This is an optimization exercise on Yosys and OpenROAD, whose aim is small area, a short achievable clock period and few clock cycles per item, not a production implementation. In this exercise RTL edits were held to simulation tests only and were not proved equivalent to the original. Power is estimated from default activity; no workload was simulated.

v6:
// occupancy_box_and_mask_pack
module occupancy_box_and_mask_pack (
    input  wire logic                                i_clk,
    input  wire logic                                i_rst_n,
    input  wire logic                                start,
    output logic                                     busy,
    input  wire logic [obpk_pkg::MAP_W-1:0]          i_occupancy,
    input  wire logic [obpk_pkg::TYPE_W-1:0]         i_liquid_type,
    output logic                                     o_strobe,
    output logic      [obpk_pkg::POS_W-1:0]          o_box_x,
    output logic      [obpk_pkg::POS_W-1:0]          o_box_z,
    output logic      [obpk_pkg::SPAN_W-1:0]         o_box_width,
    output logic      [obpk_pkg::SPAN_W-1:0]         o_box_height,
    output logic                                     o_all_filled,
    output logic                                     o_grid_empty,
    output logic                                     o_mask_present,
    output logic      [obpk_pkg::MAP_W-1:0]          o_packed_mask,
    output logic      [obpk_pkg::BYTES_W-1:0]        o_heightmap_bytes
);
Settings: LEC_CHECK=0, CAP_MARGIN=20, CORE_MARGIN=2, CORE_UTILIZATION=55, CTS_BUF_LIST=sky130_fd_sc_hd__clkbuf_8, SETUP_SLACK_MARGIN=2.6, SLEW_MARGIN=20, TNS_END_PERCENT=5; clock period 4.5 ns.
standard.sh (not shown) runs the stock make flow with config.mk's settings and CLKGATE_MAP_FILE= SYNTH_SCRIPT=/design/flow/synth_recipe.tcl, a recipe that flattens the netlist after the stock synthesis.
==> flow/flow/run.sh <==
#!/bin/bash
# Standard layout, with plain buffers on the ports instead of the
# delay-cell buffers that buffer_ports picks on its own.
set -euo pipefail
export BUFFER_PORTS_ARGS="-buffer_cell sky130_fd_sc_hd__buf_1"
bash standard.sh > standard_flow.log 2>&1
Testbench counts of v6, summed over its fixed seeds: cycles 16,024, items 16,000.
Setup changes, v6 to v7
- SETUP_SLACK_MARGIN now 3.2, was 2.6
### Flow results
Compared with v6, multi-input logic area in v7 increased slightly.
Compared with v6, v7 instantiates a larger number of cells.
The aggregate global-route resource usage number comes out lower for v6 vs v7.
v7 ends up with a utilization that is 2.5 points higher than in v6.

The RTL this note starts from:
==> flow/design.v <==
`default_nettype none
package obpk_pkg;
    localparam int MAP_W         = 64;
    localparam int ROW_STRIDE    = 8;
    localparam int GRID_SIDE_DEF = 8;
    localparam int TYPE_W  = 16;
    localparam int POS_W   = 3;
    localparam int SPAN_W  = 4;
    localparam int OFF_W   = 6;
    localparam int AREA_W  = 7;
    localparam int BYTES_W = 9;
    localparam logic [TYPE_W-1:0] NO_FLOAT_TYPE = 16'd2;
    function automatic logic [2:0] first_set(input logic [7:0] v);
        logic [3:0] nib;
        logic [1:0] pair;
        first_set[2] = ~|v[3:0];
        nib          = first_set[2] ? v[7:4] : v[3:0];
        first_set[1] = ~|nib[1:0];
        pair         = first_set[1] ? nib[3:2] : nib[1:0];
        first_set[0] = ~pair[0];
        if (v == 8'd0) first_set = 3'd0;
    endfunction
    function automatic logic [2:0] last_set(input logic [7:0] v);
        logic [3:0] nib;
        logic [1:0] pair;
        last_set[2] = |v[7:4];
        nib         = last_set[2] ? v[7:4] : v[3:0];
        last_set[1] = |nib[3:2];
        pair        = last_set[1] ? nib[3:2] : nib[1:0];
        last_set[0] = pair[1];
    endfunction
    function automatic logic [3:0] span(input logic [2:0] lo, input logic [2:0] hi);
        span = '0;
        for (int i = 0; i < 8; i++) begin
            for (int j = i; j < 8; j++) begin
                if (lo == 3'(i) && hi == 3'(j)) span = span | 4'(j - i + 1);
            end
        end
    endfunction
    function automatic logic [8:0] heightmap_bytes(input logic [8:1] w_hot,
                                                    input logic [8:1] h_hot,
                                                    input logic       depth_only);
        heightmap_bytes = '0;
        for (int i = 1; i <= 8; i++) begin
            for (int j = 1; j <= 8; j++) begin
                if (w_hot[i] && h_hot[j]) begin
                    heightmap_bytes = heightmap_bytes
                        | (depth_only ? 9'((i + 1) * (j + 1)) : 9'((i + 1) * (j + 1) * 5));
                end
            end
        end
    endfunction
    function automatic logic [3:0] width_of(input logic [8:1] w_hot);
        width_of = '0;
        for (int i = 1; i <= 8; i++) begin
            if (w_hot[i]) width_of = width_of | 4'(i);
        end
    endfunction
    function automatic logic [8:1] width_hot(input logic [2:0] lo, input logic [2:0] hi,
                                             input logic any);
        width_hot = '0;
        for (int i = 0; i < 8; i++) begin
            for (int j = i; j < 8; j++) begin
                if (any && lo == 3'(i) && hi == 3'(j)) width_hot[j - i + 1] = 1'b1;
            end
        end
    endfunction
endpackage
`default_nettype wire
`default_nettype none
module obpk_pack (
    input  wire logic [obpk_pkg::MAP_W-1:0]   i_aligned,
    input  wire logic [8:1]                   i_sel,
    output logic      [obpk_pkg::MAP_W-1:0]   o_packed
);
    logic [8:1][obpk_pkg::MAP_W-1:0] at_width;
    for (genvar k = 1; k <= 8; k++) begin : g_w
        for (genvar r = 0; r < 8; r++) begin : g_row
            assign at_width[k][r*k +: k] = i_aligned[r*8 +: k];
        end
        if (k < 8) begin : g_pad
            assign at_width[k][obpk_pkg::MAP_W-1:8*k] = '0;
        end
    end
    always_comb begin
        o_packed = '0;
        for (int k = 1; k <= 8; k++) begin
            if (i_sel[k]) begin
                o_packed = o_packed | at_width[k];
            end
        end
    end
endmodule
`default_nettype wire
`default_nettype none
module occupancy_box_and_mask_pack (
    input  wire logic                                i_clk,
    input  wire logic                                i_rst_n,
    input  wire logic                                start,
    output logic                                     busy,
    input  wire logic [obpk_pkg::MAP_W-1:0]          i_occupancy,
    input  wire logic [obpk_pkg::TYPE_W-1:0]         i_liquid_type,
    output logic                                     o_strobe,
    output logic      [obpk_pkg::POS_W-1:0]          o_box_x,
    output logic      [obpk_pkg::POS_W-1:0]          o_box_z,
    output logic      [obpk_pkg::SPAN_W-1:0]         o_box_width,
    output logic      [obpk_pkg::SPAN_W-1:0]         o_box_height,
    output logic                                     o_all_filled,
    output logic                                     o_grid_empty,
    output logic                                     o_mask_present,
    output logic      [obpk_pkg::MAP_W-1:0]          o_packed_mask,
    output logic      [obpk_pkg::BYTES_W-1:0]        o_heightmap_bytes
);
    logic [7:0]                     n_rows;
    logic [7:0]                     n_cols;
    logic                           r1_vld;
    logic [obpk_pkg::MAP_W-1:0]     r1_map;
    logic [obpk_pkg::POS_W-1:0]     r1_lo_x;
    logic [obpk_pkg::POS_W-1:0]     r1_lo_z;
    logic [obpk_pkg::POS_W-1:0]     r1_hi_x;
    logic [obpk_pkg::POS_W-1:0]     r1_hi_z;
    logic                           r1_any;
    logic                           r1_full;
    logic                           r1_depth_only;
    logic [obpk_pkg::MAP_W-1:0]     zmap;
    logic [obpk_pkg::MAP_W-1:0]     xmap;
    logic                           r2_vld;
    logic [obpk_pkg::MAP_W-1:0]     r2_map;
    logic [obpk_pkg::POS_W-1:0]     r2_lo_x;
    logic [obpk_pkg::POS_W-1:0]     r2_lo_z;
    logic [8:1]                     r2_sel;      
    logic [8:1]                     r2_h_hot;
    logic                           r2_full;
    logic                           r2_depth_only;
    logic [8:1]                     w_hot;
    logic [obpk_pkg::MAP_W-1:0]     aligned;
    logic [obpk_pkg::MAP_W-1:0]     packed_mask;
    assign busy = 1'b0;
    for (genvar z = 0; z < 8; z++) begin : g_row
        assign n_rows[z] = |i_occupancy[z*8 +: 8];
    end
    assign n_cols = i_occupancy[7:0]   | i_occupancy[15:8]  | i_occupancy[23:16]
                  | i_occupancy[31:24] | i_occupancy[39:32] | i_occupancy[47:40]
                  | i_occupancy[55:48] | i_occupancy[63:56];
    always_ff @(posedge i_clk) begin
        if (!i_rst_n) begin
            r1_vld <= 1'b0;
        end else begin
            r1_vld <= start;
        end
        r1_map        <= i_occupancy;
        r1_lo_x       <= obpk_pkg::first_set(n_cols);
        r1_lo_z       <= obpk_pkg::first_set(n_rows);
        r1_hi_x       <= obpk_pkg::last_set(n_cols);
        r1_hi_z       <= obpk_pkg::last_set(n_rows);
        r1_any        <= |n_rows;
        r1_full       <= &i_occupancy;
        r1_depth_only <= (i_liquid_type == obpk_pkg::NO_FLOAT_TYPE);
    end
    assign zmap = r1_map >> {r1_lo_z, 3'b000};
    for (genvar r = 0; r < 8; r++) begin : g_xrow
        assign xmap[r*8 +: 8] = zmap[r*8 +: 8] >> {r1_lo_x[2], 2'b00};
        assign aligned[r*8 +: 8] = r2_map[r*8 +: 8] >> r2_lo_x[1:0];
    end
    always_ff @(posedge i_clk) begin
        if (!i_rst_n) begin
            r2_vld <= 1'b0;
        end else begin
            r2_vld <= r1_vld;
        end
        r2_map        <= xmap;
        r2_lo_x       <= r1_lo_x;
        r2_lo_z       <= r1_lo_z;
        r2_sel        <= obpk_pkg::width_hot(r1_lo_x, r1_hi_x, r1_any & ~r1_full);
        r2_h_hot      <= obpk_pkg::width_hot(r1_lo_z, r1_hi_z, r1_any);
        r2_full       <= r1_full;
        r2_depth_only <= r1_depth_only;
    end
    obpk_pack u_pack (
        .i_aligned (aligned),
        .i_sel     (r2_sel),
        .o_packed  (packed_mask)
    );
    assign w_hot = {r2_sel[8] | r2_full, r2_sel[7:1]};
    always_ff @(posedge i_clk) begin
        if (!i_rst_n) begin
            o_strobe <= 1'b0;
        end else begin
            o_strobe <= r2_vld;
        end
        o_box_x           <= r2_lo_x;
        o_box_z           <= r2_lo_z;
        o_box_width       <= obpk_pkg::width_of(w_hot);
        o_box_height      <= obpk_pkg::width_of(r2_h_hot);
        o_all_filled      <= r2_full;
        o_grid_empty      <= ~|r2_h_hot;
        o_mask_present    <= |r2_sel;
        o_packed_mask     <= packed_mask;
        o_heightmap_bytes <= obpk_pkg::heightmap_bytes(w_hot, r2_h_hot, r2_depth_only);
    end
endmodule
`default_nettype wire
Settings: LEC_CHECK=0, CAP_MARGIN=20, CORE_MARGIN=2, CORE_UTILIZATION=55, CTS_BUF_LIST=sky130_fd_sc_hd__clkbuf_8, SETUP_SLACK_MARGIN=2.4, SLEW_MARGIN=20, TNS_END_PERCENT=5; clock period 4.5 ns.
Scripts as last shown in full above: flow/flow/run.sh
The first run produced a clean layout.
Testbench counts at the start, summed over its fixed seeds: cycles 16,024, items 16,000.
Next try:
SETUP_SLACK_MARGIN = 2.9   (was 2.4)
Setup slack gets better by 0.23 ns.
Count of clock-buffer cells in the layout rose by 1.
First-iteration DRC count rose by 14%.
Sequential share of layout area fell by 3.6 points.
Next try:
SETUP_SLACK_MARGIN = 2.6   (was 2.9)
What happened: Total power falls by 2.4%; worst hold slack gets better by 0.0064 ns; routed wire length falls by 8.3%; combinational power falls by 11%; first-iteration DRC count falls by 16%; via count falls by 5.4%; final area falls by 9.4%.

## separate check: timing with driven ports
Ports are ideal in the flow. The routed layouts listed here were re-timed in OpenROAD.
Step 1, drivers: a clkbuf_16 drives i_clk and a buf_2 each remaining input, both assumed.
Step 2 moves the port delays by t, midway between the first and last clock arrival at a register: inputs arrive t later, outputs are due t later. That takes back most of the time a late clock gives input paths.
Three values: ideal, step 1, step 2; two values: the first two.
run	t, ns	setup WS [ns]	hold WS [ns]	cell pins on the clock port's net
v6	0.593	2.323 / 2.345 / 1.752	0.320 / 0.320 / 0.320	1
v7	0.592	2.295 / 2.318 / 1.726	0.321 / 0.321 / 0.321	1
the first run of note 2	0.581	2.345 / 2.345 / 1.798	0.326 / 0.326 / 0.326	1
the second run of note 2	0.585	2.577 / 2.541 / 2.012	0.319 / 0.319 / 0.319	1
the third run of note 2	0.581	2.451 / 2.451 / 1.941	0.326 / 0.326 / 0.326	1
After both steps every run listed still meets setup and hold. For v6, which loses most, drivers alone change the setup slack by +0.022 ns; drivers and shift together by -0.571 ns.
